Background: an optimization exercise with open tools, aiming at small area, a short achievable clock period and few clock cycles per item. Do not read the settings as production practice.
Function was checked by simulation only, so behaviour that the tests miss may differ from the original.
Power is estimated from default activity; no workload was simulated.

--- flow/run.sh ---
#!/bin/bash
# synth_recipe.tcl (not shown) runs the flow's synth.tcl, then flattens the netlist and writes it again
# the make line also repeats each setting of config.mk as NAME=value (left out here)
make -C /OpenROAD-flow-scripts/flow DESIGN_CONFIG=/design/flow/config.mk WORK_HOME=/design/flow/orfs CLKGATE_MAP_FILE= SYNTH_SCRIPT=/design/flow/synth_recipe.tcl finish
--- flow/design.v ---
`default_nettype none
package scs_pkg;
  localparam int KEY_W          = 32;
  localparam int VAL_W          = 32;
  localparam int CFG_W          = 5;
  localparam int MIN_CAPACITY   = 2;
  localparam int RESET_CAPACITY = 16;
  localparam logic [1:0] OP_GET = 2'd0;
  localparam logic [1:0] OP_PUT = 2'd1;
  localparam logic [1:0] OP_DEL = 2'd2;
  localparam logic [1:0] OP_REF = 2'd3;
endpackage
`default_nettype wire
`default_nettype none
module second_chance_cache_set_top #(
  parameter int MAX_ENTRIES = 16
) (
  input  wire logic              clk_i,
  input  wire logic              rst_ni,
  input  wire logic              cfg_we_i,
  input  wire logic [scs_pkg::CFG_W-1:0]  cfg_wdata_i,
  input  wire logic              s_axis_tvalid,
  output logic                   s_axis_tready,
  input  wire logic [63:0]       s_axis_tdata,
  input  wire logic [1:0]        s_axis_tuser,
  output logic                   m_axis_tvalid,
  input  wire logic              m_axis_tready,
  output logic [39:0]            m_axis_tdata,
  output logic [0:0]             m_axis_tuser
);
  localparam int N         = MAX_ENTRIES;
  localparam int P         = MAX_ENTRIES + 1;    
  localparam int KW        = scs_pkg::KEY_W;
  localparam int VW        = scs_pkg::VAL_W;
  localparam int CNT_W     = $clog2(N + 1);
  localparam int CAP_RESET = (scs_pkg::RESET_CAPACITY > N) ? N : scs_pkg::RESET_CAPACITY;
  localparam int RES_W     = VW + 2;   
  logic          req_v_q;
  logic [1:0]    req_op_q;
  logic [KW-1:0] req_key_q;
  logic [VW-1:0] req_val_q;
  logic [P-1:0]  eq_q;      
  logic          eqp_q;     
  logic [P-1:0]  new_q;     
  logic [P*KW-1:0] keys_q;
  logic [P*VW-1:0] vals_q;
  logic [P-1:0]    valid_q;
  logic [P-1:0]    ref_q;
  logic [P-1:0]    spare_q;    
  logic [P*P-1:0]  bef_q;      
  logic [CNT_W-1:0] count_q;
  logic [CNT_W-1:0] cap_q;
  logic             s_ready_q;
  logic             m_v_q, sk_v_q;
  logic [RES_W-1:0] m_q, sk_q;
  logic exec, take;
  assign exec          = req_v_q & ~sk_v_q;
  assign take          = s_ready_q;           
  assign s_axis_tready = s_ready_q;
  assign m_axis_tvalid = m_v_q;
  assign m_axis_tdata  = {7'b0, m_q[VW:0]};
  assign m_axis_tuser  = m_q[VW+1];
  logic [P-1:0] ahead [P];
  always_comb begin
    for (int s = 0; s < P; s++) begin
      for (int j = 0; j < P; j++) begin
        if (j < s)       ahead[s][j] = bef_q[j*P+s];
        else if (j > s)  ahead[s][j] = ~bef_q[s*P+j];
        else             ahead[s][j] = 1'b0;
      end
    end
  end
  logic [P-1:0] hit, cand, pred_c, pred_v, victim_c, head, victim, free_next;
  logic         hit_any, any_cand, full;
  logic [VW-1:0] rd_val;
  logic          rd_ref;
  always_comb begin
    for (int s = 0; s < P; s++) begin
      hit[s] = valid_q[s] & (new_q[s] ? eqp_q : eq_q[s]);
    end
    hit_any  = |hit;
    cand     = valid_q & ~ref_q;
    any_cand = |cand;
    for (int s = 0; s < P; s++) begin
      pred_c[s]   = |(cand & ahead[s]);
      pred_v[s]   = |(valid_q & ahead[s]);
      victim_c[s] = cand[s] & ~pred_c[s];
      head[s]     = valid_q[s] & ~pred_v[s];
    end
    victim = any_cand ? victim_c : head;
    free_next = ~(valid_q | spare_q) & ((valid_q | spare_q) + 1'b1);
    full = (count_q >= cap_q);
    rd_val = '0;
    rd_ref = 1'b0;
    for (int s = 0; s < P; s++) begin
      rd_val = rd_val | (vals_q[s*VW +: VW] & {VW{hit[s]}});
      rd_ref = rd_ref | (ref_q[s] & hit[s]);
    end
  end
  logic is_get, is_put, is_del, is_ref;
  assign is_get = (req_op_q == scs_pkg::OP_GET);
  assign is_put = (req_op_q == scs_pkg::OP_PUT);
  assign is_del = (req_op_q == scs_pkg::OP_DEL);
  assign is_ref = (req_op_q == scs_pkg::OP_REF);
  logic put_miss, put_hit, evict, rot_en, del_hit;
  logic [P-1:0] ins, wr_val, set_ref, clr_ref, rot, kill;
  always_comb begin
    put_miss = exec & is_put & ~hit_any;
    put_hit  = exec & is_put;
    evict    = put_miss & full;
    rot_en   = evict & any_cand;
    del_hit  = exec & is_del & hit_any;
    ins      = {P{put_miss}} & spare_q;
    wr_val   = spare_q | ({P{put_hit}} & hit);
    set_ref  = {P{exec & (is_get | is_put)}} & hit;
    clr_ref  = {P{evict}} & ref_q & ~pred_c;
    rot      = {P{rot_en}} & valid_q & ref_q & ~pred_c;
    kill     = ({P{exec & is_del}} & hit) | ({P{evict}} & victim);
  end
  logic [RES_W-1:0] res;
  assign res = {~hit_any & ~is_put, is_ref & rd_ref, is_get ? rd_val : {VW{1'b0}}};
  logic [KW-1:0] in_key;
  logic [P-1:0]  eq_d;
  logic          eqp_d;
  assign in_key = s_axis_tdata[KW-1:0];
  assign eqp_d  = (in_key == req_key_q);
  always_comb begin
    for (int s = 0; s < P; s++) eq_d[s] = (keys_q[s*KW +: KW] == in_key);
  end
  always_ff @(posedge clk_i) begin
    for (int s = 0; s < P; s++) begin
      if (spare_q[s]) keys_q[s*KW +: KW] <= req_key_q;
      if (wr_val[s])  vals_q[s*VW +: VW] <= req_val_q;
      if (ins[s])          ref_q[s] <= 1'b0;
      else if (clr_ref[s]) ref_q[s] <= 1'b0;
      else if (set_ref[s]) ref_q[s] <= 1'b1;
    end
    for (int i = 0; i < P; i++) begin
      for (int j = 0; j < P; j++) begin
        if (j <= i) begin
        end else if (ins[i])           bef_q[i*P+j] <= 1'b0;
        else if (ins[j])               bef_q[i*P+j] <= 1'b1;
        else if (rot[i] & ~rot[j])     bef_q[i*P+j] <= 1'b0;
        else if (rot[j] & ~rot[i])     bef_q[i*P+j] <= 1'b1;
      end
    end
    if (take) begin
      req_op_q  <= s_axis_tuser;
      req_key_q <= s_axis_tdata[31:0];
      req_val_q <= s_axis_tdata[63:32];
      eq_q      <= eq_d;
      eqp_q     <= eqp_d;
    end
    if (sk_v_q) begin
      if (m_axis_tready) m_q <= sk_q;
    end else if (exec) begin
      if (~m_v_q | m_axis_tready) m_q <= res;
      else                        sk_q <= res;
    end
  end
  logic req_v_d, sk_v_d;
  always_comb begin
    if (take) req_v_d = s_axis_tvalid;
    else      req_v_d = req_v_q;           
    sk_v_d = sk_v_q;
    if (sk_v_q) begin
      if (m_axis_tready) sk_v_d = 1'b0;
    end else if (exec) begin
      if (m_v_q & ~m_axis_tready) sk_v_d = 1'b1;
    end
  end
  always_ff @(posedge clk_i or negedge rst_ni) begin
    if (!rst_ni) begin
      req_v_q   <= 1'b0;
      s_ready_q <= 1'b1;
      new_q     <= '0;
      valid_q   <= '0;
      spare_q   <= P'(1);
      count_q   <= '0;
      cap_q     <= CNT_W'(CAP_RESET);
      m_v_q     <= 1'b0;
      sk_v_q    <= 1'b0;
    end else begin
      req_v_q   <= req_v_d;
      sk_v_q    <= sk_v_d;
      s_ready_q <= ~req_v_d | ~sk_v_d;
      if (take) new_q <= ins;
      valid_q <= (valid_q & ~kill) | ins;
      if (put_miss) spare_q <= full ? victim : free_next;
      if (put_miss & ~full) count_q <= count_q + 1'b1;
      else if (del_hit)     count_q <= count_q - 1'b1;
      if (cfg_we_i && (cfg_wdata_i >= scs_pkg::CFG_W'(scs_pkg::MIN_CAPACITY))) begin
        if (32'(cfg_wdata_i) > 32'(N)) cap_q <= CNT_W'(N);
        else                           cap_q <= CNT_W'(cfg_wdata_i);
      end
      if (sk_v_q) begin
      end else if (exec) begin
        m_v_q <= 1'b1;
      end else if (m_axis_tready) begin
        m_v_q <= 1'b0;
      end
    end
  end
endmodule
`default_nettype wire
--- flow/config.mk ---
export PLATFORM = sky130hd
export DESIGN_NAME = second_chance_cache_set_top
export DESIGN_NICKNAME = second_chance_cache_set_top
export VERILOG_FILES = /design/flow/design.v
export SDC_FILE = /design/flow/constraint.sdc
export NUM_CORES = 4
export LEC_CHECK = 0
export CAP_MARGIN = 20
export CORE_MARGIN = 2
export CORE_UTILIZATION = 40
export SETUP_SLACK_MARGIN = 3.0
export SLEW_MARGIN = 20
--- flow/constraint.sdc ---
create_clock -name core_clock -period 6.0 [get_ports {clk_i}]
set_input_delay 1.2000 -clock core_clock [delete_from_list [all_inputs] [get_ports {clk_i}]]
set_output_delay 1.2000 -clock core_clock [all_outputs]
set_load 0.01 [all_outputs]
==> results of run 1 <==
==> state kept, by name, summed over array words and instances (netlist names), 5 cells and up <==
name,cells
req_key_q,32
m_q,34
cap_q,5
keys_q,544
valid_q,17
ahead,136
spare_q,17
ref_q,17
req_val_q,32
new_q,17
vals_q,544
sk_q,34
eq_q,17
count_q,5
==> repair_timing <==
action                                  4_1_cts  5_1_grt
pin swaps                                    23       36
setup buffers                                59       15
gates cloned                                  8        4
endpoints found under the setup margin      637      257
gates resized for setup                     173      110
==> logic make-up (layout without fill, tap and decap cells) <==
family / count (synthesis) / count (layout) / synth area share
mux: 73 / 73 / 0.01308
simple gates: 788 / 791 / 0.08103
xor+xnor: 580 / 580 / 0.08245
flops: 1458 / 1458 / 0.6805
buf+inv: 375 / 752 / 0.02398
compound gates: 996 / 997 / 0.1104
other cells: 1 / 12 / 0.00006087
fa+ha+maj: 48 / 48 / 0.008448
==> worst register-to-register path, cell delays in order, from the launching register on <==
cell and delay (ps):
dfrtp_2 540, inv_1 120, buf_6 210, nor2_4 70, or4_1 530, or4_4 600, buf_4 200, nor3_2 910
o22ai_1 300
==> how the worst max path moves through the flow <==
stage / from / end / slack (ps) / cells past startpoint
after floorplan: eqp_q / count_q[4] / 2420 / 17
after global routing: eqp_q / count_q[4] / 2450 / 12
after CTS: eqp_q / ahead[12][8] / 2560 / 9
final: valid_q[13] / spare_q[8] / 2330 / 8
after detailed placement: eqp_q / ahead[16][15] / 1680 / 8
after global placement: eqp_q / ahead[9][7] / 1630 / 8
==> metrics by stage <==
stage	hold slack (ps)	total power, W	util
6_report	227.1	0.02571	0.4753
5_1_grt	209.4	0.02637	0.4753
4_1_cts	197.0	0.02556	0.4714
3_5_place_dp	440.6	0.01570	0.4295
3_3_place_gp	428.9	0.01568	0.4294
2_1_floorplan	452.8	0.01414	-
==> synthesized netlist by cell type (all sizes together), types with 16 or more instances <==
master / n / area [µm²]
maj3: 39 / 400.4
nand2b: 16 / 100.1
dfxtp: 153 / 3063
a21oi: 266 / 1331
o22ai: 44 / 275.3
mux2: 60 / 675.7
buf: 52 / 265.3
nand4: 89 / 556.8
and3: 17 / 106.4
a22oi: 264 / 1982
or4: 22 / 180.2
a222oi: 46 / 460.4
xor2: 577 / 5054
nand2: 53 / 198.9
nand3: 40 / 200.2
o21a: 31 / 232.7
nor2: 107 / 401.6
nor3: 18 / 100.1
o2111ai: 54 / 473.0
o21ai: 128 / 640.6
a2111oi: 42 / 374.1
nand3b: 94 / 705.7
a21o: 18 / 135.1
edfxtp: 1240 / 37240
inv: 61 / 229.0
nor4: 181 / 1310
dfrtp: 62 / 1551
clkbuf: 259 / 972.2
nor3b: 94 / 705.7
==> layer usage <==
layer,wire length [µm],part of all wire,global-route usage,vias to the layer above
li1,-,-,-,17400
met1,92950,0.40,0.3940,21680
met2,102500,0.44,0.4360,2864
met3,25690,0.11,0.07701,773
met4,13550,0.058,0.1439,6
met5,69,0.00029,0,-
==> power groups by stage <==
stage	clock network (W)	logic [W]	registers, W
floorplan	0	0.00147	0.0127
CTS	0.00970	0.00326	0.0126
global placement	0	0.00289	0.0128
global route	0.0101	0.00361	0.0127
detailed placement	0	0.00288	0.0128
finish	0.00958	0.00352	0.0126
==> layout make-up <==
cell class | instances | area (µm²)
Clock inverter | 77 | 973.4
Fill cell | 13340 | 80540
Clock buffer | 204 | 4094
Timing Repair Buffer | 407 | 3712
Inverter | 64 | 246.5
Multi-Input combinational cell | 2496 | 19390
Tap cell | 2044 | 2557
Antenna cell | 5 | 12.51
Sequential cell | 1458 | 41980
==> implementation parameters, run 1 <==
Parameter                              Value

Detailed routing
  Sum of routed wire length over all layers    234.8 mm
  First drt pass iteration count    9
  Starting DRT DRC Count    6,375
  Via count    42,730
  Mean number of vias per cell    6.326
  Wirelength per Cell    roughly 35 µm
  DRC errors left    0
  Number of nets still failing antenna checks after routing    0

Setup path
  Register-to-Register Path Depth    8
  Cell Chain, Critical Path    inv_1 -> buf_6 -> nor2_4 -> or4_1 -> or4_4 -> buf_4 -> nor3_2 -> o22ai_1
  Longest individual stage delay on the worst path    roughly 910 ps
  Largest delay contributor family on the critical path    simple AND/OR/NAND/NOR gates
  Data arrival time of the critical path    4260 ps
  CP required    about 6600 ps
  Slowest cell on the critical path    nor3_2
  Critical Path Fanout Max    11
  Capturing point of the worst reg2reg path    spare_q[8]
  Classification of the worst setup path    reg -> reg
  Reg2Reg Launch Point    valid_q[13]
  Capturing element type of the critical path    register
  Kind of launch point of the worst setup path    register
  Minimum setup slack among reg-to-reg paths    2330 ps
  Buffers and inverters on the worst path    3

Timing
  Number of setup violations in the final report    0
  Unrepaired setup endpoints after global routing    true
  Tcrit/Tclk final    0.6118
  Worst-margin pin slew    1213 ps
  Final period demand of the worst path    3671 ps
  Maximum clock skew at final layout    42.75 ps
  Final WS setup    roughly 2300 ps
  Final max-slew violation count    0
  Max transition margin    0.1870
  Hold violation total from the final report    0
  Sum of negative setup slack    0 ps
  Fmax    0.2724 GHz

GRT
  Number of global-route vias before repair    41,040
  Largest net degree at the start of global routing    56
  Overall routing resource usage    0.2919
  Initial antenna violation count    10
  First-pass GRT wire length    323.3 mm
  Overall overflow remaining after global route    0

Synthesis
  Flops & latches, synth    1,458
  Dominant register cell in the synthesized netlist    edfxtp_1
  Area of the mapped netlist    0.06161 mm²
  Count of yosys warnings during synthesis    2
  FFs w/ async S/R, synth    0.04458
  Post-Synthesis Cells    4,319
  Number of synthesized flops with an enable pin    1,240
  Seq/Total Area, Yosys    0.6805
  Number of library cell types mapped by synthesis    81
  Syn avg cell area    approximately 14 µm²

Finish
  Highest-count cells in the layout ignoring fill and taps    edfxtp_1 (1,240), xor2_1 (577), a22oi_1 (264), buf_4 (236), a21oi_1 (232)
  Post-layout nets    approximately 4,700
  Design area    approximately 0.073 mm²
  Share of post-route cells with drive strength above 1    0.1793
  Final Non-Filler Cells    approximately 6,800
  Synthesis-to-finish area growth    18.43%
  Most frequent standard cell in the layout excluding fill and tap cells    edfxtp_1

Hold path
  HP Class    in -> async

Power and ir drop
  Cell leakage power    24.29 nW
  Worst IR drop on VDD    0.0003632 V
  Sequential cell fraction of total power    0.490
  Power per Cell Area    352.4 mW/mm²
  Sw power    0.007228 W
  Switching part of the total power    0.2811
  Part of the total power dissipated in the clock network    0.373
  Combinational group share of total power    0.137
  Internal portion of total power    0.01849 W

Placement
  Dpl ws    1677 ps
  Final HPWL DP    between 100 and 150 mm
  Placed cell count    6,382
  Placed Area    0.06594 mm²
  Number of I/O port buffers    ~110
  Final weighted congestion in routability-driven placement    roughly 1.0

Floorplanning
  Die span in y    approximately 400 µm
  Core Footprint    0.1535 mm²
  DIE WIDTH    slightly below 400 µm
  Count of boundary I/O pins    119
  Total die area    0.1572 mm²
  Standard-cell rows    ~140
  Starting Density    0.4014

Clock tree
  Hold Buf Count CTS    0
  Cts bufs inserted    155
  CTS Buffer Depth    3
  CTS tree    done
  Clk root buf    clkbuf_16
  Clock latency on the worst-skew pair    840 ps
  Clock transition at the registers of the reported paths    60 ps
  Total number of clock tree sinks    1,458
  CTS HTree Levels    4

Status
  Result of the run    complete, no violations

Run
  Max_cap viols    0
Testbench counts, summed over its fixed seeds: cycles 20,016, requests 20,000.
==> inputs of run 2 (changes only) <==
--- a/flow/config.mk
+++ b/flow/config.mk
@@ -9,4 +9,4 @@
 export CORE_MARGIN = 2
 export CORE_UTILIZATION = 40
-export SETUP_SLACK_MARGIN = 3.0
+export SETUP_SLACK_MARGIN = 3.6
 export SLEW_MARGIN = 20
==> run 2 against run 1 <==
Compared with the run above: area after synthesis unchanged; critical path type unchanged; highest routed layer unchanged; clock power rose by 2%; critical endpoint is now ahead[9][6]; largest power group unchanged; synthesized cell count is the same.
==> implementation parameters, run 2 <==
Parameter                              Value

Status
  Result of the run    complete, no violations (unchanged)

Clock tree
  Clk root buf    clkbuf_16 (unchanged)
  Cts bufs inserted    155 (unchanged)
  CTS HTree Levels    4 (unchanged)
  CTS Buffer Depth    3 (unchanged)
  Hold Buf Count CTS    0 (unchanged)
  Clock transition at the registers of the reported paths    70 ps (was 60 ps)
  Total number of clock tree sinks    1,458 (unchanged)
  Clock latency on the worst-skew pair    850 ps (was 840 ps)
  CTS tree    done (unchanged)

GRT
  Number of global-route vias before repair    41,580 (was 41,040)
  Overall routing resource usage    0.2958 (was 0.2919)
  Largest net degree at the start of global routing    56 (unchanged)
  First-pass GRT wire length    327.8 mm (was 323.3 mm)
  Initial antenna violation count    9 (was 10)
  Overall overflow remaining after global route    0 (unchanged)

Timing
  Unrepaired setup endpoints after global routing    true (unchanged)
  Max transition margin    0.2340 (was 0.1870)
  Maximum clock skew at final layout    71.90 ps (was 42.75 ps)
  Final period demand of the worst path    3575 ps (was 3671 ps)
  Final WS setup    2425 ps (was 2329 ps)
  Number of setup violations in the final report    0 (unchanged)
  Fmax    0.2797 GHz (was 0.2724 GHz)
  Worst-margin pin slew    1149 ps (was 1213 ps)
  Final max-slew violation count    0 (unchanged)
  Hold violation total from the final report    0 (unchanged)
  Sum of negative setup slack    0 ps (unchanged)
  Tcrit/Tclk final    0.5958 (was 0.6118)

Placement
  Dpl ws    1649 ps (was 1677 ps)
  Final weighted congestion in routability-driven placement    1.056 (was 1.050)
  Final HPWL DP    140.3 mm (was 140.4 mm)
  Number of I/O port buffers    111 (unchanged)

Detailed routing
  Wirelength per Cell    35.22 µm (was 34.76 µm)
  Starting DRT DRC Count    7,025 (was 6,375)
  DRC errors left    0 (unchanged)
  Sum of routed wire length over all layers    245.6 mm (was 234.8 mm)
  Via count    44,680 (was 42,730)
  First drt pass iteration count    9 (unchanged)
  Mean number of vias per cell    6.407 (was 6.326)
  Number of nets still failing antenna checks after routing    0 (unchanged)

Synthesis
  Flops & latches, synth    1,458 (unchanged)
  Area fraction in compound gates after synthesis    0.1104 (unchanged)
  Leading cell types by count after synthesis    edfxtp_1 (1,240), xor2_1 (577), a21oi_1 (266) (unchanged)
  Largest family of logic cells by synthesized area    compound AO/OA/AOI/OAI gates (unchanged)
  Number of library cell types mapped by synthesis    81 (unchanged)
  Cell with the most instances after synthesis    edfxtp_1 (unchanged)
  Post-synth top area share    0.6044 (unchanged)
  Portion of netlist area occupied by mux cells    0.01308 (unchanged)
  Post-synthesis adder-cell area fraction    0.008448 (unchanged)
  Cell type with the largest total area after synthesis    edfxtp_1 (unchanged)
  Area of the mapped netlist    0.06161 mm² (unchanged)
  Post-Synthesis Cells    4,319 (unchanged)
  Simple-gate area share of the yosys netlist    0.08103 (unchanged)
  Syn avg cell area    14.27 µm² (unchanged)
  Seq/Total Area, Yosys    0.6805 (unchanged)
  FFs w/ async S/R, synth    0.04458 (unchanged)
  Main area contributors after synthesis    edfxtp_1 (60%), xor2_1 (8.2%), dfxtp_1 (5.0%) (unchanged)
  Xor/xnor share of the synthesized area    0.08245 (unchanged)
  Count of yosys warnings during synthesis    2 (unchanged)
  Dominant register cell in the synthesized netlist    edfxtp_1 (unchanged)
  Number of synthesized flops with an enable pin    1,240 (unchanged)

Floorplanning
  Total die area    0.1572 mm² (unchanged)
  Die span in y    396.5 µm (unchanged)
  Count of boundary I/O pins    119 (unchanged)
  Core Footprint    0.1535 mm² (unchanged)
  Standard-cell rows    144 (unchanged)
  Starting Density    0.4014 (unchanged)
  DIE WIDTH    396.5 µm (unchanged)

Setup path
  CP required    6670 ps (was 6590 ps)
  Cell Chain, Critical Path    buf_4 -> nor2b_4 -> or4_4 -> or4_4 -> buf_4 -> buf_12 -> or4_4 -> maj3_2 -> o21a_1 (was inv_1 -> buf_6 -> nor2_4 -> or4_1 -> or4_4 -> buf_4 -> nor3_2 -> o22ai_1)
  Capturing point of the worst reg2reg path    ahead[9][6] (was spare_q[8])
  Reg2Reg Launch Point    valid_q[0] (was valid_q[13])
  Slowest cell on the critical path    or4_4 (was nor3_2)
  Critical Path Fanout Max    20 (was 11)
  Capturing element type of the critical path    register (unchanged)
  Kind of launch point of the worst setup path    register (unchanged)
  Minimum setup slack among reg-to-reg paths    2430 ps (was 2330 ps)
  Timing startpoint of the critical path    valid_q[0] (was valid_q[13])
  Register-to-Register Path Depth    9 (was 8)
  Cell repeated most along the worst path    or4_4
  Data arrival time of the critical path    4250 ps (was 4260 ps)
  Classification of the worst setup path    reg -> reg (unchanged)
  Endpoint of the worst setup timing path    ahead[9][6] (was spare_q[8])
  Longest individual stage delay on the worst path    620 ps (was 910 ps)

Power and ir drop
  Cell leakage power    26.32 nW (was 24.29 nW)
  Post-layout total power    0.02652 W (was 0.02571 W)
  Power per Cell Area    341.9 mW/mm² (was 352.4 mW/mm²)
  Worst IR drop on VDD    0.0002687 V (was 0.0003632 V)

Finish
  Finished Core Util    0.5053 (was 0.4753)
  Fill cell count    12,920 (was 13,340)
  Most frequent standard cell in the layout excluding fill and tap cells    edfxtp_1 (unchanged)
  Synthesis-to-finish area growth    25.90% (was 18.43%)
  Share of post-route cells with drive strength above 1    0.2864 (was 0.1793)
  Post-layout nets    4,879 (was 4,667)
  Highest-count cells in the layout ignoring fill and taps    edfxtp_1 (1,240), xor2_1 (577), buf_4 (303), a22oi_1 (216), a21oi_1 (192) (was edfxtp_1 (1,240), xor2_1 (577), a22oi_1 (264), buf_4 (236), a21oi_1 (232))

Run
  Max_cap viols    0 (unchanged)

Hold path
  HP Class    in -> async (unchanged)
## run 2: changes by cell type in the layout (fill, tap and decap cells not counted), sizes merged, moves of 5 or more
cell and delta:
a21o +5, clkdlybuf4s50 -44, and3 +7, clkbuf +8
inv -5, clkinv +19, dlygate4sd2 -6, buf +226
## run 2: repair_timing
item,in CTS,in global routing
gates cloned,21,23
pin swaps,110,199
gates resized for setup,668,454
buffers inserted,129,132
setup endpoints to repair,905,714
## run 2: how the worst min path moves through the flow
stage	endpoint	slack, ps	cells past startpoint
2_1_floorplan	count_q[4]	450	1
5_1_grt	cap_q[2]	230	1
6_report	cap_q[3]	230	1
4_1_cts	cap_q[3]	210	1
3_3_place_gp	cap_q[2]	490	1
3_5_place_dp	cap_q[1]	490	1
## run 2: logic make-up after synthesis
| family | count (synthesis) |
|---|---|
| other | 1 |
| XOR/XNOR | 580 |
| buffers and inverters | 375 |
| adder cells (fa/ha/maj) | 48 |
| AO/OA/AOI/OAI | 996 |
| multiplexers | 73 |
| flip-flops | 1458 |
| AND/OR/NAND/NOR | 788 |
## run 2: critical path: cells and delay by family (launching register included)
family / cells / cell delay [ps]
AND/OR/NAND/NOR: 4 / 1900
flip-flops: 1 / 410
adder cells (fa/ha/maj): 1 / 310
AO/OA/AOI/OAI: 1 / 170
buffers and inverters: 3 / 630
## run 2: final cells by class
class | count | area [µm²] | share of cell area
tap | 2044 | 2557 | 0.03297
inverter | 64 | 261.5 | 0.003371
clock inverter | 92 | 1115 | 0.01437
antenna | 9 | 22.52 | 0.0002903
sequential | 1458 | 41980 | 0.5412
timing repair buffer | 607 | 6350 | 0.08186
clock buffer | 191 | 4124 | 0.05316
multi-input combinational | 2508 | 21160 | 0.2728
## run 2: per-stage QoR
step	std cells	hold slack (ps)	instance area, µm²
2_1_floorplan	4325	452.8	62160
3_3_place_gp	6376	494.9	65970
3_5_place_dp	6376	492.5	65970
4_1_cts	6809	213.2	74180
5_1_grt	6966	228.1	77550
6_report	6973	234.3	77570
## run 2: routing by layer
metal	track usage	wire length [µm]	vias up
met2	0.4351	105500	3181
met3	0.08627	29830	877
met5	0	76	-
met1	0.4030	95210	22710
met4	0.1376	15010	8
li1	-	-	17900
## run 2: report_power, final
part | internal, W | total [W] | leakage [nW] | switching [W]
logic | 0.00149 | 0.00430 | 10.3 | 0.00281
clock network | 0.00553 | 0.00977 | 2.54 | 0.00424
registers | 0.0120 | 0.0125 | 13.5 | 0.000467
total | 0.0190 | 0.0265 | 26.3 | 0.00752
==> inputs of run 3 (changes only) <==
--- a/flow/design.v
+++ b/flow/design.v
@@ -43,4 +43,5 @@
   logic          eqp_q;     
   logic [P-1:0]  new_q;     
+  logic          new_any_q;
   logic [P*KW-1:0] keys_q;
   logic [P*VW-1:0] vals_q;
@@ -51,11 +52,12 @@
   logic [CNT_W-1:0] count_q;
   logic [CNT_W-1:0] cap_q;
-  logic             s_ready_q;
+  logic             full_q;     
+  logic             s_busy_q;    
   logic             m_v_q, sk_v_q;
   logic [RES_W-1:0] m_q, sk_q;
   logic exec, take;
   assign exec          = req_v_q & ~sk_v_q;
-  assign take          = s_ready_q;           
-  assign s_axis_tready = s_ready_q;
+  assign take          = ~s_busy_q;           
+  assign s_axis_tready = ~s_busy_q;
   assign m_axis_tvalid = m_v_q;
   assign m_axis_tdata  = {7'b0, m_q[VW:0]};
@@ -77,7 +79,7 @@
   always_comb begin
     for (int s = 0; s < P; s++) begin
-      hit[s] = valid_q[s] & (new_q[s] ? eqp_q : eq_q[s]);
-    end
-    hit_any  = |hit;
+      hit[s] = (valid_q[s] & ~new_q[s] & eq_q[s]) | (new_q[s] & eqp_q);
+    end
+    hit_any  = |(valid_q & ~new_q & eq_q) | (eqp_q & new_any_q);
     cand     = valid_q & ~ref_q;
     any_cand = |cand;
@@ -89,6 +91,9 @@
     end
     victim = any_cand ? victim_c : head;
-    free_next = ~(valid_q | spare_q) & ((valid_q | spare_q) + 1'b1);
-    full = (count_q >= cap_q);
+    for (int s = 0; s < P; s++) begin
+      free_next[s] = ~(valid_q[s] | spare_q[s]);
+      for (int j = 0; j < s; j++) free_next[s] = free_next[s] & (valid_q[j] | spare_q[j]);
+    end
+    full = full_q;
     rd_val = '0;
     rd_ref = 1'b0;
@@ -160,4 +165,17 @@
   end
   logic req_v_d, sk_v_d;
+  logic [CNT_W-1:0] count_d, cap_d, count_inc, count_dec;
+  assign count_inc = count_q + 1'b1;
+  assign count_dec = count_q - 1'b1;
+  always_comb begin
+    if (put_miss & ~full) count_d = count_inc;
+    else if (del_hit)     count_d = count_dec;
+    else                  count_d = count_q;
+    cap_d = cap_q;
+    if (cfg_we_i && (cfg_wdata_i >= scs_pkg::CFG_W'(scs_pkg::MIN_CAPACITY))) begin
+      if (32'(cfg_wdata_i) > 32'(N)) cap_d = CNT_W'(N);
+      else                           cap_d = CNT_W'(cfg_wdata_i);
+    end
+  end
   always_comb begin
     if (take) req_v_d = s_axis_tvalid;
@@ -173,10 +191,12 @@
     if (!rst_ni) begin
       req_v_q   <= 1'b0;
-      s_ready_q <= 1'b1;
+      s_busy_q  <= 1'b0;
       new_q     <= '0;
+      new_any_q <= 1'b0;
       valid_q   <= '0;
       spare_q   <= P'(1);
       count_q   <= '0;
       cap_q     <= CNT_W'(CAP_RESET);
+      full_q    <= 1'b0;
       m_v_q     <= 1'b0;
       sk_v_q    <= 1'b0;
@@ -184,14 +204,12 @@
       req_v_q   <= req_v_d;
       sk_v_q    <= sk_v_d;
-      s_ready_q <= ~req_v_d | ~sk_v_d;
+      s_busy_q  <= req_v_d & sk_v_d;
       if (take) new_q <= ins;
+      if (take) new_any_q <= put_miss;
       valid_q <= (valid_q & ~kill) | ins;
       if (put_miss) spare_q <= full ? victim : free_next;
-      if (put_miss & ~full) count_q <= count_q + 1'b1;
-      else if (del_hit)     count_q <= count_q - 1'b1;
-      if (cfg_we_i && (cfg_wdata_i >= scs_pkg::CFG_W'(scs_pkg::MIN_CAPACITY))) begin
-        if (32'(cfg_wdata_i) > 32'(N)) cap_q <= CNT_W'(N);
-        else                           cap_q <= CNT_W'(cfg_wdata_i);
-      end
+      count_q <= count_d;
+      cap_q   <= cap_d;
+      full_q  <= (count_d >= cap_d);
       if (sk_v_q) begin
       end else if (exec) begin
--- a/flow/config.mk
+++ b/flow/config.mk
@@ -9,4 +9,4 @@
 export CORE_MARGIN = 2
 export CORE_UTILIZATION = 40
-export SETUP_SLACK_MARGIN = 3.6
+export SETUP_SLACK_MARGIN = 3.3
 export SLEW_MARGIN = 20
==> run 3 against run 2 <==
Compared with the run above: cell area down 0.24%; critical endpoint is now valid_q[0]; highest routed layer unchanged; total power up 0.57%; die area about the same; register-to-register slack better by 520 ps; worst hold slack worse by 50 ps; via count up 4.2%; still clean.
==> implementation parameters, run 3 <==
Parameter                              Value

Power and ir drop
  Power per Cell Area    344.6 mW/mm² (was 341.9 mW/mm²)
  Cell leakage power    26.16 nW (was 26.32 nW)
  Worst IR drop on VDD    0.0002724 V (was 0.0002687 V)

Setup path
  Kind of launch point of the worst setup path    register (unchanged)
  CP required    6680 ps (was 6670 ps)
  Slowest cell on the critical path    nor3_2 (was or4_4)
  Data arrival time of the critical path    3730 ps (was 4250 ps)
  Critical Path Fanout Max    7 (was 20)
  Classification of the worst setup path    reg -> reg (unchanged)
  Cell repeated most along the worst path    o21ai_0 (was or4_4)
  Cell Chain, Critical Path    inv_1 -> o21ai_0 -> nor3_2 -> nand4_1 -> a21oi_1 -> o21ai_0 (was buf_4 -> nor2b_4 -> or4_4 -> or4_4 -> buf_4 -> buf_12 -> or4_4 -> maj3_2 -> o21a_1)
  Buffers and inverters on the worst path    1 (was 3)
  Capturing element type of the critical path    register (unchanged)
  Longest individual stage delay on the worst path    730 ps (was 620 ps)
  Largest delay contributor family on the critical path    compound AO/OA/AOI/OAI gates (was simple AND/OR/NAND/NOR gates)

Synthesis
  Dominant register cell in the synthesized netlist    edfxtp_1 (unchanged)
  Count of yosys warnings during synthesis    2 (unchanged)
  Xor/xnor share of the synthesized area    0.08256 (was 0.08245)
  Area of the mapped netlist    0.06164 mm² (was 0.06161 mm²)
  Seq/Total Area, Yosys    0.6810 (was 0.6805)
  FFs w/ async S/R, synth    0.04589 (was 0.04458)
  Post-Synthesis Cells    4,369 (was 4,319)
  Portion of netlist area occupied by mux cells    0.006394 (was 0.01308)
  Cell type with the largest total area after synthesis    edfxtp_1 (unchanged)
  Leading cell types by count after synthesis    edfxtp_1 (1,240), xor2_1 (578), a22oi_1 (249) (was edfxtp_1 (1,240), xor2_1 (577), a21oi_1 (266))
  Post-synth top area share    0.6041 (was 0.6044)
  Largest family of logic cells by synthesized area    compound AO/OA/AOI/OAI gates (unchanged)
  Number of library cell types mapped by synthesis    85 (was 81)
  Post-synthesis adder-cell area fraction    0.001421 (was 0.008448)
  Number of synthesized flops with an enable pin    1,240 (unchanged)
  Simple-gate area share of the yosys netlist    0.09250 (was 0.08103)
  Cell with the most instances after synthesis    edfxtp_1 (unchanged)
  Syn avg cell area    14.11 µm² (was 14.27 µm²)
  Flops & latches, synth    1,460 (was 1,458)
  Main area contributors after synthesis    edfxtp_1 (60%), xor2_1 (8.2%), dfxtp_1 (5.0%) (unchanged)
  Area fraction in compound gates after synthesis    0.1115 (was 0.1104)

Timing
  Number of setup violations in the final report    0 (unchanged)
  Unrepaired setup endpoints after global routing    true (unchanged)
  Sum of negative setup slack    0 ps (unchanged)
  Maximum clock skew at final layout    44.97 ps (was 71.90 ps)
  Max transition margin    0.1756 (was 0.2340)
  Final WS setup    2950 ps (was 2425 ps)
  Worst-margin pin slew    1237 ps (was 1149 ps)
  Fmax    0.3278 GHz (was 0.2797 GHz)
  Final period demand of the worst path    3050 ps (was 3575 ps)
  Final max-slew violation count    0 (unchanged)
  Tcrit/Tclk final    0.5084 (was 0.5958)
  Hold violation total from the final report    0 (unchanged)

Detailed routing
  Sum of routed wire length over all layers    270.5 mm (was 245.6 mm)
  Starting DRT DRC Count    7,763 (was 7,025)
  Via count    46,530 (was 44,680)
  Mean number of vias per cell    6.646 (was 6.407)
  Wirelength per Cell    38.62 µm (was 35.22 µm)
  First drt pass iteration count    9 (unchanged)
  DRC errors left    0 (unchanged)
  Number of nets still failing antenna checks after routing    0 (unchanged)

Floorplanning
  DIE WIDTH    396.6 µm (was 396.5 µm)
  Starting Density    0.4015 (was 0.4014)
  Total die area    0.1573 mm² (was 0.1572 mm²)
  Count of boundary I/O pins    119 (unchanged)
  Core Footprint    0.1535 mm² (unchanged)
  Die span in y    396.6 µm (was 396.5 µm)
  Standard-cell rows    144 (unchanged)

Clock tree
  Clock latency on the worst-skew pair    840 ps (was 850 ps)
  Clk root buf    clkbuf_16 (unchanged)
  CTS tree    done (unchanged)
  Clock transition at the registers of the reported paths    70 ps (about the same)
  CTS Buffer Depth    3 (unchanged)
  Cts bufs inserted    158 (was 155)
  CTS HTree Levels    4 (unchanged)
  Total number of clock tree sinks    1,460 (was 1,458)

GRT
  Number of global-route vias before repair    42,330 (was 41,580)
  Initial antenna violation count    16 (was 9)
  First-pass GRT wire length    354.7 mm (was 327.8 mm)
  Largest net degree at the start of global routing    64 (was 56)
  Overall routing resource usage    0.3257 (was 0.2958)
  Overall overflow remaining after global route    0 (unchanged)

Finish
  Most frequent standard cell in the layout excluding fill and tap cells    edfxtp_1 (unchanged)
  Synthesis-to-finish area growth    25.55% (was 25.90%)
  Share of post-route cells with drive strength above 1    0.2567 (was 0.2864)
  Highest-count cells in the layout ignoring fill and taps    edfxtp_1 (1,240), xor2_1 (578), buf_4 (322), a22oi_1 (248), clkbuf_16 (177) (was edfxtp_1 (1,240), xor2_1 (577), buf_4 (303), a22oi_1 (216), a21oi_1 (192))
  Post-layout nets    4,908 (was 4,879)
  Fill cell count    12,930 (was 12,920)

Placement
  Final HPWL DP    158.0 mm (was 140.3 mm)
  Number of I/O port buffers    111 (unchanged)
  Final weighted congestion in routability-driven placement    1.109 (was 1.056)
  Dpl ws    1502 ps (was 1649 ps)

Status
  Result of the run    complete, no violations (unchanged)

Hold path
  HP Class    in -> async (unchanged)

Run
  Max_cap viols    0 (unchanged)
run 3: cell types whose count changed in the layout (fill, tap and decap cells not counted), moves of 41 or more:
cell	previous run	this run
buf_2	46	5
nor4_1	110	154
o21ai_2	54	11
a21oi_1	192	114
nand3b_1	94	137
a221oi_2	0	41
nor3b_1	94	35
a22oi_2	48	1
nand2_1	41	100
run 3: what timing repair did:
action | 4_1_cts | 5_1_grt
gates cloned | 5 | 27
pin swaps | 41 | 243
buffers inserted | 94 | 135
setup endpoints to repair | 835 | 290
gates resized for setup | 441 | 461
hold buffers | 0 | 0
run 3: per-stage QoR:
stage	power (W)	utilization	hold slack (ps)	instances	instance area, µm²
CTS	0.02605	0.4778	144.5	6837	73340
finish	0.02667	0.5041	184.4	7002	77390
detailed placement	0.01597	0.4298	464.0	6448	65970
global route	0.02720	0.5041	151.7	6999	77380
global placement	0.01595	0.4297	458.7	6447	65960
floorplan	0.01422	-	441.0	4375	61760
run 3: layer usage:
metal	wire length (µm)	vias to the layer above	GRT usage	part of all wire
li1	-	18100	-	-
met1	101000	23490	0.4358	0.37
met2	114700	3877	0.4713	0.42
met3	35600	1046	0.1008	0.13
met4	18820	26	0.1785	0.070
met5	306	-	0	0.0011
run 3: final timing paths:
check	from	to	slack [ps]	depth (start not counted)
setup / recovery	valid_q[7]	valid_q[0]	2950	6
hold / removal	rst_ni	cap_q[1]	180	1
setup reg to reg	valid_q[7]	valid_q[0]	2950	6
hold reg to reg	count_q[4]	count_q[4]	480	1
max in group asynchronous	rst_ni	sk_v_q	4510	2
min in group core_clock	count_q[4]	count_q[4]	480	1
run 3: kinds of logic (layout without fill, tap and decap cells):
family | Yosys count | after routing
AO/OA/AOI/OAI | 946 | 946
multiplexers | 35 | 35
adder cells (fa/ha/maj) | 7 | 7
XOR/XNOR | 581 | 581
AND/OR/NAND/NOR | 968 | 976
other | 1 | 10
buffers and inverters | 371 | 943
flip-flops | 1460 | 1460
run 3: area by class of cell:
class                      count  area [µm²]  area share
antenna                        3       7.507  0.00009701
clock inverter                81       864.6     0.01117
sequential                  1460       42070      0.5436
multi-input combinational   2552       21160      0.2734
timing repair buffer         595        6231     0.08052
inverter                      58       241.5    0.003120
clock buffer                 209        4259     0.05504
tap                         2044        2557     0.03305
run 3: power breakdown:
part | total (W) | leakage [nW] | switching, W | internal, W
Combinational | 0.00424 | 10.2 | 0.00287 | 0.00136
Clock | 0.00975 | 2.47 | 0.00419 | 0.00556
Sequential | 0.0127 | 13.5 | 0.000580 | 0.0121
Total | 0.0267 | 26.2 | 0.00764 | 0.0190
Testbench counts of run 3, summed over its fixed seeds: cycles 20,016, requests 20,000.
==> inputs of run 4 (changes only) <==
--- a/flow/config.mk
+++ b/flow/config.mk
@@ -9,4 +9,5 @@
 export CORE_MARGIN = 2
 export CORE_UTILIZATION = 40
+export CTS_BUF_LIST = sky130_fd_sc_hd__clkbuf_8
 export SETUP_SLACK_MARGIN = 3.3
 export SLEW_MARGIN = 20
==> run 4 against run 3 <==
Compared with the run above: area after synthesis stayed put; sequential power hardly changed; clock-buffer cell count is 34 higher; fmax is 0.73% higher; non-clock buffer count is 14 lower; wire length is 1.4% lower; cell count is 2.1% higher; highest routed layer unchanged.
==> implementation parameters, run 4 <==
Parameter                              Value

Synthesis
  FFs w/ async S/R, synth    0.04589 (unchanged)
  Count of yosys warnings during synthesis    2 (unchanged)
  Number of library cell types mapped by synthesis    85 (unchanged)
  Leading cell types by count after synthesis    edfxtp_1 (1,240), xor2_1 (578), a22oi_1 (249) (unchanged)
  Area of the mapped netlist    0.06164 mm² (unchanged)
  Post-synth top area share    0.6041 (unchanged)
  Number of synthesized flops with an enable pin    1,240 (unchanged)
  Main area contributors after synthesis    edfxtp_1 (60%), xor2_1 (8.2%), dfxtp_1 (5.0%) (unchanged)
  Flops & latches, synth    1,460 (unchanged)
  Syn avg cell area    14.11 µm² (unchanged)
  Dominant register cell in the synthesized netlist    edfxtp_1 (unchanged)
  Cell with the most instances after synthesis    edfxtp_1 (unchanged)
  Cell type with the largest total area after synthesis    edfxtp_1 (unchanged)
  Post-Synthesis Cells    4,369 (unchanged)
  Seq/Total Area, Yosys    0.6810 (unchanged)

Power and ir drop
  Worst IR drop on VDD    0.0002452 V (was 0.0002724 V)
  Power per Cell Area    335.9 mW/mm² (was 344.6 mW/mm²)
  Switching part of the total power    0.2979 (was 0.2865)
  Sw power    0.007488 W (was 0.007642 W)
  Combinational group share of total power    0.165 (was 0.159)
  Part of the total power dissipated in the clock network    0.332 (was 0.366)
  Internal portion of total power    0.01765 W (was 0.01903 W)
  Cell leakage power    25.94 nW (was 26.16 nW)
  Sequential cell fraction of total power    0.504 (was 0.476)
  Post-layout total power    0.02514 W (was 0.02667 W)

Placement
  Final HPWL DP    158.0 mm (unchanged)
  Number of I/O port buffers    111 (unchanged)
  Final weighted congestion in routability-driven placement    1.109 (unchanged)
  Placed cell count    6,448 (unchanged)

Run
  Max_cap viols    0 (unchanged)

Status
  Result of the run    complete, no violations (unchanged)

Clock tree
  Cts bufs inserted    234 (was 158)
  Clock transition at the registers of the reported paths    60 ps (was 70 ps)
  CTS Buffer Depth    3 (unchanged)
  Total number of clock tree sinks    1,460 (unchanged)
  Clock latency on the worst-skew pair    1060 ps (was 840 ps)
  CTS HTree Levels    4 (unchanged)
  Clk root buf    clkbuf_8 (was clkbuf_16)
  CTS tree    done (unchanged)

Finish
  Most frequent standard cell in the layout excluding fill and tap cells    edfxtp_1 (unchanged)
  Final Non-Filler Cells    7,149 (was 7,002)
  Highest-count cells in the layout ignoring fill and taps    edfxtp_1 (1,240), xor2_1 (578), buf_4 (353), a22oi_1 (247), clkbuf_8 (243) (was edfxtp_1 (1,240), xor2_1 (578), buf_4 (322), a22oi_1 (248), clkbuf_16 (177))
  Share of post-route cells with drive strength above 1    0.2371 (was 0.2567)
  Synthesis-to-finish area growth    21.40% (was 25.55%)
  Post-layout nets    4,969 (was 4,908)
  Finished Core Util    0.4875 (was 0.5041)

Floorplanning
  Die span in y    396.6 µm (unchanged)
  DIE WIDTH    396.6 µm (unchanged)
  Count of boundary I/O pins    119 (unchanged)
  Core Footprint    0.1535 mm² (unchanged)
  Starting Density    0.4015 (unchanged)
  Total die area    0.1573 mm² (unchanged)
  Standard-cell rows    144 (unchanged)

Timing
  Hold violation total from the final report    0 (unchanged)
  Final max-slew violation count    0 (unchanged)
  Tcrit/Tclk final    0.5047 (was 0.5084)
  Fmax    0.3302 GHz (was 0.3278 GHz)
  Hold WS    475.4 ps (was 184.4 ps)
  Number of setup violations in the final report    0 (unchanged)
  Final period demand of the worst path    3028 ps (was 3050 ps)
  Sum of negative setup slack    0 ps (unchanged)
  Worst-margin pin slew    1243 ps (was 1237 ps)
  Unrepaired setup endpoints after global routing    true (unchanged)
  Maximum clock skew at final layout    88.79 ps (was 44.97 ps)
  Max transition margin    0.1715 (was 0.1756)

Setup path
  Classification of the worst setup path    reg -> out (was reg -> reg)
  Longest individual stage delay on the worst path    380 ps (was 730 ps)
  Data arrival time of the critical path    1830 ps (was 3730 ps)
  Buffers and inverters on the worst path    2 (was 1)
  Cell Chain, Critical Path    clkinvlp_4 -> buf_6 (was inv_1 -> o21ai_0 -> nor3_2 -> nand4_1 -> a21oi_1 -> o21ai_0)
  Timing startpoint of the critical path    s_busy_q (was valid_q[7])
  Minimum setup slack among reg-to-reg paths    3060 ps (was 2950 ps)
  CP required    4800 ps (was 6680 ps)
  Largest delay contributor family on the critical path    buffers and inverters (was compound AO/OA/AOI/OAI gates)
  Capturing point of the worst reg2reg path    full_q (was valid_q[0])
  Reg2Reg Launch Point    valid_q[13] (was valid_q[7])
  Critical Path Fanout Max    3 (was 7)
  Register-to-Register Path Depth    17 (was 6)
  Kind of launch point of the worst setup path    register (unchanged)
  Slowest cell on the critical path    dfrtp_1 (was nor3_2)
  Capturing element type of the critical path    output port (was register)

Hold path
  Worst min-delay path endpoint    count_q[4]
  HP Class    reg -> reg (was in -> async)
  Hold depth    1
  Hold path start    count_q[4]

Detailed routing
  DRC errors left    0 (unchanged)
  Wirelength per Cell    37.30 µm (was 38.62 µm)
  Number of nets still failing antenna checks after routing    0 (unchanged)
  First drt pass iteration count    8 (was 9)
  Via count    46,450 (was 46,530)
  Mean number of vias per cell    6.497 (was 6.646)
  Starting DRT DRC Count    7,364 (was 7,763)
  Sum of routed wire length over all layers    266.7 mm (was 270.5 mm)

GRT
  First-pass GRT wire length    356.8 mm (was 354.7 mm)
  Overall overflow remaining after global route    0 (unchanged)
  Number of global-route vias before repair    43,410 (was 42,330)
  Initial antenna violation count    24 (was 16)
  Largest net degree at the start of global routing    64 (unchanged)
  Overall routing resource usage    0.3272 (was 0.3257)
-- run 4: cell counts after synthesis --
Identical to the previous run, type by type.
-- run 4: cell type report --
class | instances | area [µm²]
Inverter | 58 | 234.0
Timing Repair Buffer | 581 | 5545
Multi-Input combinational cell | 2551 | 19860
Sequential cell | 1460 | 42070
Fill cell | 13310 | 78680
Clock inverter | 189 | 1161
Clock buffer | 243 | 3344
Tap cell | 2044 | 2557
Antenna cell | 23 | 57.56
-- run 4: power by group through the flow --
stage	registers (W)	logic (W)	clock network, W
after global placement	0.0130	0.00298	0
after global routing	0.0127	0.00418	0.00883
after floorplan	0.0128	0.00144	0
final	0.0127	0.00414	0.00834
after CTS	0.0127	0.00365	0.00842
after detailed placement	0.0130	0.00298	0
-- run 4: how the worst max path moves through the flow --
stage | endpoint | slack, ps | cells past startpoint
after CTS | s_axis_tready | 2900 | 2
after global routing | s_axis_tready | 2910 | 2
final | s_axis_tready | 2970 | 2
after floorplan | s_axis_tready | 3180 | 3
after detailed placement | ahead[13][11] | 1500 | 7
after global placement | ahead[13][11] | 1480 | 7
-- run 4: logic make-up after synthesis --
kind of cell               synth area share
DFF                                  0.6810
AOI/OAI and AO/OA                    0.1115
adders and majority gates          0.001421
muxes                              0.006394
and+or+nand+nor                     0.09250
buffers and inverters               0.02454
other                            0.00006084
xor gates and xnor gates            0.08256
-- run 4: per-layer routing --
metal	up-vias	share of wire	GRT usage
met5	-	0.00093	0.003079
met4	18	0.065	0.1732
met3	979	0.13	0.1122
met2	3804	0.43	0.4742
met1	23370	0.38	0.4320
li1	18280	-	-
-- run 4: through the flow --
| step | instance area [µm²] | setup WS, ps |
|---|---|---|
| after floorplan | 61760 | 3178 |
| after CTS | 72660 | 2905 |
| final | 74830 | 2972 |
| after detailed placement | 65970 | 1502 |
| after global placement | 65960 | 1485 |
| after global routing | 74780 | 2906 |
-- run 4: repair_timing --
item | 4_1_cts | 5_1_grt
hold buffers | 1 | 0
endpoints found under the setup margin | 829 | 238
pin swaps | 46 | 58
buffers inserted | 108 | 121
endpoints found under the hold margin | 4 | 0
gates cloned | 7 | 9
resized for setup | 466 | 191
==> inputs of run 5 (changes only) <==
--- a/flow/config.mk
+++ b/flow/config.mk
@@ -10,4 +10,4 @@
 export CORE_UTILIZATION = 40
 export CTS_BUF_LIST = sky130_fd_sc_hd__clkbuf_8
-export SETUP_SLACK_MARGIN = 3.3
+export SETUP_SLACK_MARGIN = 3.0
 export SLEW_MARGIN = 20
==> run 5 against run 4 <==
Compared with the run above: clock-buffer cell count up 10; largest power group unchanged; largest cell class unchanged; via count down 4.1%; cell area down 3.9%; sequential power about the same; non-clock buffer count down 187; flip-flop and latch count unchanged; critical endpoint is now spare_q[5]; fmax down 6.1%; first-iteration DRC count down 0.80%.
==> implementation parameters, run 5 <==
Parameter                              Value

Floorplanning
  Standard-cell rows    144 (unchanged)
  Total die area    0.1573 mm² (unchanged)
  Starting Density    0.4015 (unchanged)
  Die span in y    396.6 µm (unchanged)
  Core Footprint    0.1535 mm² (unchanged)
  DIE WIDTH    396.6 µm (unchanged)
  Count of boundary I/O pins    119 (unchanged)

Power and ir drop
  Cell leakage power    24.50 nW (was 25.94 nW)
  Worst IR drop on VDD    0.0002039 V (was 0.0002452 V)
  Power per Cell Area    342.1 mW/mm² (was 335.9 mW/mm²)

GRT
  Overall routing resource usage    0.3129 (was 0.3272)
  Largest net degree at the start of global routing    57 (was 64)
  Initial antenna violation count    25 (was 24)
  First-pass GRT wire length    345.0 mm (was 356.8 mm)
  Overall overflow remaining after global route    0 (unchanged)
  Number of global-route vias before repair    42,560 (was 43,410)

Synthesis
  Post-synth top area share    0.6041 (unchanged)
  Seq/Total Area, Yosys    0.6810 (unchanged)
  Syn avg cell area    14.11 µm² (unchanged)
  Cell type with the largest total area after synthesis    edfxtp_1 (unchanged)
  Number of library cell types mapped by synthesis    85 (unchanged)
  Post-Synthesis Cells    4,369 (unchanged)
  Area of the mapped netlist    0.06164 mm² (unchanged)
  Number of synthesized flops with an enable pin    1,240 (unchanged)
  Cell with the most instances after synthesis    edfxtp_1 (unchanged)
  FFs w/ async S/R, synth    0.04589 (unchanged)
  Leading cell types by count after synthesis    edfxtp_1 (1,240), xor2_1 (578), a22oi_1 (249) (unchanged)
  Dominant register cell in the synthesized netlist    edfxtp_1 (unchanged)
  Main area contributors after synthesis    edfxtp_1 (60%), xor2_1 (8.2%), dfxtp_1 (5.0%) (unchanged)
  Count of yosys warnings during synthesis    2 (unchanged)
  Flops & latches, synth    1,460 (unchanged)

Clock tree
  CTS tree    done (unchanged)
  Clock transition at the registers of the reported paths    60 ps (about the same)
  Total number of clock tree sinks    1,460 (unchanged)
  CTS HTree Levels    4 (unchanged)
  CTS Buffer Depth    3 (unchanged)
  Cts bufs inserted    238 (was 234)
  Clk root buf    clkbuf_8 (unchanged)
  Clock latency on the worst-skew pair    1020 ps (was 1060 ps)
  Hold Buf Count CTS    0 (was 1)

Setup path
  Slowest cell on the critical path    nand2b_1 (was dfrtp_1)
  Cell Chain, Critical Path    nand2b_1 -> nand4_1 -> or4_4 -> buf_4 -> nor2_4 -> buf_4 -> a41oi_2 -> o21ai_0 -> o21bai_1 (was clkinvlp_4 -> buf_6)
  Critical Path Fanout Max    6 (was 3)
  Capturing element type of the critical path    register (was output port)
  CP required    6870 ps (was 4800 ps)
  Cell repeated most along the worst path    buf_4
  Longest individual stage delay on the worst path    560 ps (was 380 ps)
  Kind of launch point of the worst setup path    register (unchanged)
  Data arrival time of the critical path    4100 ps (was 1830 ps)
  Classification of the worst setup path    reg -> reg (was reg -> out)

Timing
  Hold violation total from the final report    0 (unchanged)
  Final period demand of the worst path    3226 ps (was 3028 ps)
  Unrepaired setup endpoints after global routing    true (unchanged)
  Maximum clock skew at final layout    80.30 ps (was 88.79 ps)
  Number of setup violations in the final report    0 (unchanged)
  Tcrit/Tclk final    0.5377 (was 0.5047)
  Final max-slew violation count    0 (unchanged)
  Fmax    0.3100 GHz (was 0.3302 GHz)
  Worst-margin pin slew    1169 ps (was 1243 ps)
  Max transition margin    0.2205 (was 0.1715)
  Hold WS    81.23 ps (was 475.4 ps)
  Sum of negative setup slack    0 ps (unchanged)

Finish
  Synthesis-to-finish area growth    16.68% (was 21.40%)
  Design area    0.07192 mm² (was 0.07483 mm²)
  Highest-count cells in the layout ignoring fill and taps    edfxtp_1 (1,240), xor2_1 (578), clkbuf_8 (253), a22oi_1 (249), buf_4 (246) (was edfxtp_1 (1,240), xor2_1 (578), buf_4 (353), a22oi_1 (247), clkbuf_8 (243))
  Post-layout nets    4,779 (was 4,969)
  Most frequent standard cell in the layout excluding fill and tap cells    edfxtp_1 (unchanged)
  Share of post-route cells with drive strength above 1    0.1773 (was 0.2371)

Detailed routing
  Starting DRT DRC Count    7,305 (was 7,364)
  DRC errors left    0 (unchanged)
  Mean number of vias per cell    6.414 (was 6.497)
  Number of nets still failing antenna checks after routing    0 (unchanged)
  Via count    44,540 (was 46,450)
  Sum of routed wire length over all layers    251.7 mm (was 266.7 mm)
  Wirelength per Cell    36.24 µm (was 37.30 µm)
  First drt pass iteration count    10 (was 8)

Run
  Max_cap viols    0 (unchanged)

Placement
  Final weighted congestion in routability-driven placement    1.092 (was 1.109)
  Placed Area    0.06590 mm² (was 0.06597 mm²)
  Final HPWL DP    155.2 mm (was 158.0 mm)
  Number of I/O port buffers    111 (unchanged)

Status
  Result of the run    complete, no violations (unchanged)

Hold path
  HP Class    in -> async (was reg -> reg)
run 5: critical path, delay by kind of cell, from the launching register on:
family / cells / cell delay, ps
and+or+nand+nor: 4 / 1590
buffers and inverters: 2 / 480
DFF: 1 / 400
AOI/OAI and AO/OA: 3 / 640
run 5: routing by layer:
metal  track usage  vias to the layer above  share of wire
met5             0                        -        0.00054
met3       0.09242                      840           0.12
li1              -                    17860              -
met4        0.1621                       16          0.058
met2        0.4610                     3275           0.43
met1        0.4180                    22550           0.39
run 5: worst paths after layout:
kind | startpoint | end | slack, ps | cells past startpoint
max | valid_q[12] | spare_q[5] | 2770 | 9
min | rst_ni | cap_q[3] | 80 | 1
max reg2reg | valid_q[12] | spare_q[5] | 2770 | 9
min reg2reg | count_q[4] | count_q[4] | 490 | 1
max in group asynchronous | rst_ni | sk_v_q | 4770 | 2
min in group core_clock | count_q[4] | count_q[4] | 490 | 1
run 5: per-stage QoR:
stage	util	cells	setup slack (ps)	power, W
2_1_floorplan	-	4375	3002	0.01422
3_3_place_gp	0.4292	6443	1899	0.01597
3_5_place_dp	0.4293	6444	2009	0.01599
4_1_cts	0.4649	6908	2892	0.02446
5_1_grt	0.4684	6938	2880	0.02529
6_report	0.4685	6944	2774	0.02460
run 5: power breakdown:
group | switching (W) | internal (W)
sequential | 0.000597 | 0.0121
clock | 0.00419 | 0.00422
combinational | 0.00248 | 0.00102
run 5: final cells by class:
| type | instances | area [µm²] |
|---|---|---|
| fillers | 13530 | 81590 |
| flip-flops and latches | 1460 | 42030 |
| multi-input cells | 2544 | 19020 |
| clock buffers | 253 | 3482 |
| repair buffers | 394 | 3475 |
| well taps | 2044 | 2557 |
| clock inverters | 181 | 1089 |
| inverters | 58 | 237.7 |
| diodes | 10 | 25.02 |
run 5: cell families (layout without fill, tap and decap cells):
family | Yosys count | after routing | synth area share
AOI/OAI and AO/OA | 946 | 946 | 0.1115
xor gates and xnor gates | 581 | 581 | 0.08256
DFF | 1460 | 1460 | 0.6810
and+or+nand+nor | 968 | 968 | 0.09250
buffers and inverters | 371 | 886 | 0.02454
other | 1 | 17 | 0.00006084
adders and majority gates | 7 | 7 | 0.001421
muxes | 35 | 35 | 0.006394
run 5: repair_timing:
| item | CTS | global route |
|---|---|---|
| buffers inserted | 30 | 26 |
| cloned | 0 | 0 |
| pin swaps | 11 | 18 |
| endpoints found under the setup margin | 494 | 167 |
| resized for setup | 206 | 76 |
==> inputs of run 6 (changes only) <==
--- a/flow/config.mk
+++ b/flow/config.mk
@@ -9,5 +9,6 @@
 export CORE_MARGIN = 2
 export CORE_UTILIZATION = 40
-export CTS_BUF_LIST = sky130_fd_sc_hd__clkbuf_8
-export SETUP_SLACK_MARGIN = 3.0
+export CTS_CLUSTER_DIAMETER = 100
+export CTS_CLUSTER_SIZE = 22
+export SETUP_SLACK_MARGIN = 3.3
 export SLEW_MARGIN = 20
==> run 6 against run 5 <==
Compared with the run above: still clean; wire length is 5.5% higher; clock skew is 3.1 ps lower; register-to-register slack better by 280 ps; sequential power hardly changed; utilization is 1.1 points higher; global-route usage is 1.1 points higher; clock-buffer cell count is 139 lower; synthesized cell count stayed put; first-iteration DRC count is 4.3% higher; critical path depth is 5 higher; cell count is 2.0% lower; largest cell class unchanged.
==> implementation parameters, run 6 <==
Parameter                              Value

Synthesis
  Seq/Total Area, Yosys    0.6810 (unchanged)
  FFs w/ async S/R, synth    0.04589 (unchanged)
  Flops & latches, synth    1,460 (unchanged)
  Number of synthesized flops with an enable pin    1,240 (unchanged)
  Syn avg cell area    14.11 µm² (unchanged)
  Area of the mapped netlist    0.06164 mm² (unchanged)
  Main area contributors after synthesis    edfxtp_1 (60%), xor2_1 (8.2%), dfxtp_1 (5.0%) (unchanged)
  Post-synth top area share    0.6041 (unchanged)
  Leading cell types by count after synthesis    edfxtp_1 (1,240), xor2_1 (578), a22oi_1 (249) (unchanged)
  Post-Synthesis Cells    4,369 (unchanged)
  Cell with the most instances after synthesis    edfxtp_1 (unchanged)
  Cell type with the largest total area after synthesis    edfxtp_1 (unchanged)
  Count of yosys warnings during synthesis    2 (unchanged)
  Number of library cell types mapped by synthesis    85 (unchanged)
  Dominant register cell in the synthesized netlist    edfxtp_1 (unchanged)

Setup path
  Data arrival time of the critical path    3540 ps (was 4100 ps)
  Timing startpoint of the critical path    valid_q[12] (unchanged)
  Capturing element type of the critical path    register (unchanged)
  Critical Path Fanout Max    21 (was 6)
  Cell Chain, Critical Path    buf_12 -> nand3b_1 -> nand4_1 -> nor3_1 -> buf_4 -> buf_4 -> o211ai_4 -> buf_12 -> buf_12 -> buf_4 -> buf_8 -> buf_16 -> nor3_4 -> a211oi_1 (was nand2b_1 -> nand4_1 -> or4_4 -> buf_4 -> nor2_4 -> buf_4 -> a41oi_2 -> o21ai_0 -> o21bai_1)
  Buffers and inverters on the worst path    8 (was 2)
  Kind of launch point of the worst setup path    register (unchanged)
  Slowest cell on the critical path    dfrtp_2 (was nand2b_1)
  Minimum setup slack among reg-to-reg paths    3050 ps (was 2770 ps)
  Longest individual stage delay on the worst path    460 ps (was 560 ps)
  Capturing point of the worst reg2reg path    ahead[8][0] (was spare_q[5])
  Register-to-Register Path Depth    14 (was 9)
  Largest delay contributor family on the critical path    buffers and inverters (was simple AND/OR/NAND/NOR gates)
  Classification of the worst setup path    reg -> reg (unchanged)
  Reg2Reg Launch Point    valid_q[12] (unchanged)
  CP required    6590 ps (was 6870 ps)

Status
  Result of the run    complete, no violations (unchanged)

Clock tree
  CTS tree    done (unchanged)
  Cts bufs inserted    80 (was 238)
  Clk root buf    clkbuf_16 (was clkbuf_8)
  Total number of clock tree sinks    1,460 (unchanged)
  Hold Buf Count CTS    0 (unchanged)
  Clock transition at the registers of the reported paths    90 ps (was 60 ps)
  Clock latency on the worst-skew pair    770 ps (was 1020 ps)
  CTS HTree Levels    3 (was 4)
  CTS Buffer Depth    3 (unchanged)

Timing
  Final max-slew violation count    0 (unchanged)
  Tcrit/Tclk final    0.4919 (was 0.5377)
  Sum of negative setup slack    0 ps (unchanged)
  Worst-margin pin slew    1230 ps (was 1169 ps)
  Maximum clock skew at final layout    77.15 ps (was 80.30 ps)
  Hold violation total from the final report    0 (unchanged)
  Max transition margin    0.1797 (was 0.2205)
  Number of setup violations in the final report    0 (unchanged)
  Unrepaired setup endpoints after global routing    true (unchanged)
  Fmax    0.3389 GHz (was 0.3100 GHz)
  Final period demand of the worst path    2951 ps (was 3226 ps)

Hold path
  HP Class    in -> async (unchanged)

Power and ir drop
  Switching part of the total power    0.3002 (was 0.2950)
  Post-layout total power    0.02287 W (was 0.02460 W)
  Combinational group share of total power    0.180 (was 0.142)
  Sequential cell fraction of total power    0.554 (was 0.516)
  Worst IR drop on VDD    0.0002312 V (was 0.0002039 V)
  Cell leakage power    24.53 nW (was 24.50 nW)
  Power per Cell Area    310.5 mW/mm² (was 342.1 mW/mm²)
  Sw power    0.006864 W (was 0.007259 W)
  Internal portion of total power    0.01600 W (was 0.01734 W)
  Part of the total power dissipated in the clock network    0.266 (was 0.342)

Detailed routing
  First drt pass iteration count    9 (was 10)
  Sum of routed wire length over all layers    265.4 mm (was 251.7 mm)
  Mean number of vias per cell    6.688 (was 6.414)
  Number of nets still failing antenna checks after routing    0 (unchanged)
  Wirelength per Cell    38.99 µm (was 36.24 µm)
  DRC errors left    0 (unchanged)
  Via count    45,530 (was 44,540)
  Starting DRT DRC Count    7,622 (was 7,305)

GRT
  Number of global-route vias before repair    41,720 (was 42,560)
  Initial antenna violation count    15 (was 25)
  Largest net degree at the start of global routing    64 (was 57)
  First-pass GRT wire length    353.4 mm (was 345.0 mm)
  Overall routing resource usage    0.3240 (was 0.3129)
  Overall overflow remaining after global route    0 (unchanged)

Finish
  Final Non-Filler Cells    6,807 (was 6,944)
  Post-layout nets    4,795 (was 4,779)
  Synthesis-to-finish area growth    19.50% (was 16.68%)
  Highest-count cells in the layout ignoring fill and taps    edfxtp_1 (1,240), xor2_1 (578), buf_4 (297), a22oi_1 (248), nor4_1 (153) (was edfxtp_1 (1,240), xor2_1 (578), clkbuf_8 (253), a22oi_1 (249), buf_4 (246))
  Most frequent standard cell in the layout excluding fill and tap cells    edfxtp_1 (unchanged)
  Share of post-route cells with drive strength above 1    0.2235 (was 0.1773)

Placement
  Final HPWL DP    158.0 mm (was 155.2 mm)
  Final weighted congestion in routability-driven placement    1.109 (was 1.092)
  Number of I/O port buffers    111 (unchanged)
  Placed cell count    6,448 (was 6,444)

Run
  Max_cap viols    0 (unchanged)

Floorplanning
  Starting Density    0.4015 (unchanged)
  Standard-cell rows    144 (unchanged)
  Count of boundary I/O pins    119 (unchanged)
  Total die area    0.1573 mm² (unchanged)
  DIE WIDTH    396.6 µm (unchanged)
  Die span in y    396.6 µm (unchanged)
  Core Footprint    0.1535 mm² (unchanged)
[run 6: cell counts after synthesis]
No cell type changed its count.
[run 6: worst max-delay path by stage]
stage,endpoint,slack (ps),depth (start not counted)
global route,full_q,2990,15
CTS,full_q,3070,16
global placement,ahead[13][11],1480,7
finish,ahead[8][0],3050,14
floorplan,s_axis_tready,3180,3
detailed placement,ahead[13][11],1500,7
[run 6: kinds of logic after synthesis]
kind of cell    count (synthesis)  synth area share
fa+ha+maj                       7          0.001421
simple gates                  968           0.09250
xor+xnor                      581           0.08256
buf+inv                       371           0.02454
compound gates                946            0.1115
flops                        1460            0.6810
mux                            35          0.006394
other cells                     1        0.00006084
[run 6: final cells by class]
type	count	area, µm²
antenna	3	7.507
clock buffer	114	2151
clock inverter	16	265.3
fill	13260	79850
inverter	58	241.5
multi-input combinational	2554	20550
sequential	1460	42070
tap	2044	2557
timing repair buffer	558	5812
[run 6: per-stage QoR]
step                  util  hold slack, ps  cell area, µm²  setup WS, ps
finish              0.4798           253.7           73650          3049
global route        0.4798           231.1           73650          2993
CTS                 0.4650           220.5           71380          3072
detailed placement  0.4298           464.0           65970          1502
global placement    0.4297           458.7           65960          1485
floorplan                -           441.0           61760          3178
[run 6: power by group through the flow]
stage | registers (W) | logic (W) | clock network, W
floorplan | 0.0128 | 0.00144 | 0
global placement | 0.0130 | 0.00298 | 0
detailed placement | 0.0130 | 0.00298 | 0
CTS | 0.0126 | 0.00369 | 0.00613
global route | 0.0127 | 0.00417 | 0.00644
finish | 0.0127 | 0.00412 | 0.00608
[run 6: what timing repair did]
item | CTS | global route
setup buffers | 110 | 87
pin swaps | 91 | 103
hold endpoints to repair | 0 | 0
gates resized for setup | 473 | 294
setup endpoints to repair | 852 | 313
cloned | 18 | 11
[run 6: layer usage]
layer | track usage | wire, µm | share of wire
met4 | 0.1661 | 17580 | 0.066
met1 | 0.4364 | 100900 | 0.38
met5 | 0 | 236 | 0.00089
met2 | 0.4730 | 113000 | 0.43
met3 | 0.09730 | 33750 | 0.13

## port drivers added, routing unchanged
How much do the figures lean on ideal ports? The routed layouts below were timed once more, with nothing changed but the port constraints.
Step 1 (the two cells are an assumption about what drives the block):
set clk [get_ports {clk_i}]
set_driving_cell -lib_cell sky130_fd_sc_hd__clkbuf_16 $clk
set_driving_cell -lib_cell sky130_fd_sc_hd__buf_2 [delete_from_list [all_inputs] $clk]
Step 2 moves the port delays by t, midway between the first and last clock arrival at a register: inputs arrive t later, outputs are due t later. That takes back most of the time a late clock gives input paths.
Slacks: ideal / step 1 / step 2; pairs: ideal / step 1.
run	t (ns)	setup slack, ns	hold slack, ns
run 1	0.903	2.329 / 2.329 / 2.132	0.227 / 0.165 / 0.451
run 2	0.897	2.425 / 2.425 / 2.425	0.234 / 0.180 / 0.501
run 3	0.901	2.950 / 2.950 / 2.437	0.184 / 0.169 / 0.478
run 4	1.084	2.972 / 2.898 / 2.246	0.475 / 0.475 / 0.475
run 5	1.067	2.774 / 2.774 / 1.991	0.081 / 0.020 / 0.488
run 6	0.821	3.049 / 3.049 / 2.472	0.254 / 0.232 / 0.481
After both steps setup and hold are still met in every run listed. The setup slack of run 5, which loses most, moves by 0.000 ns with the drivers and by -0.783 ns with both steps.
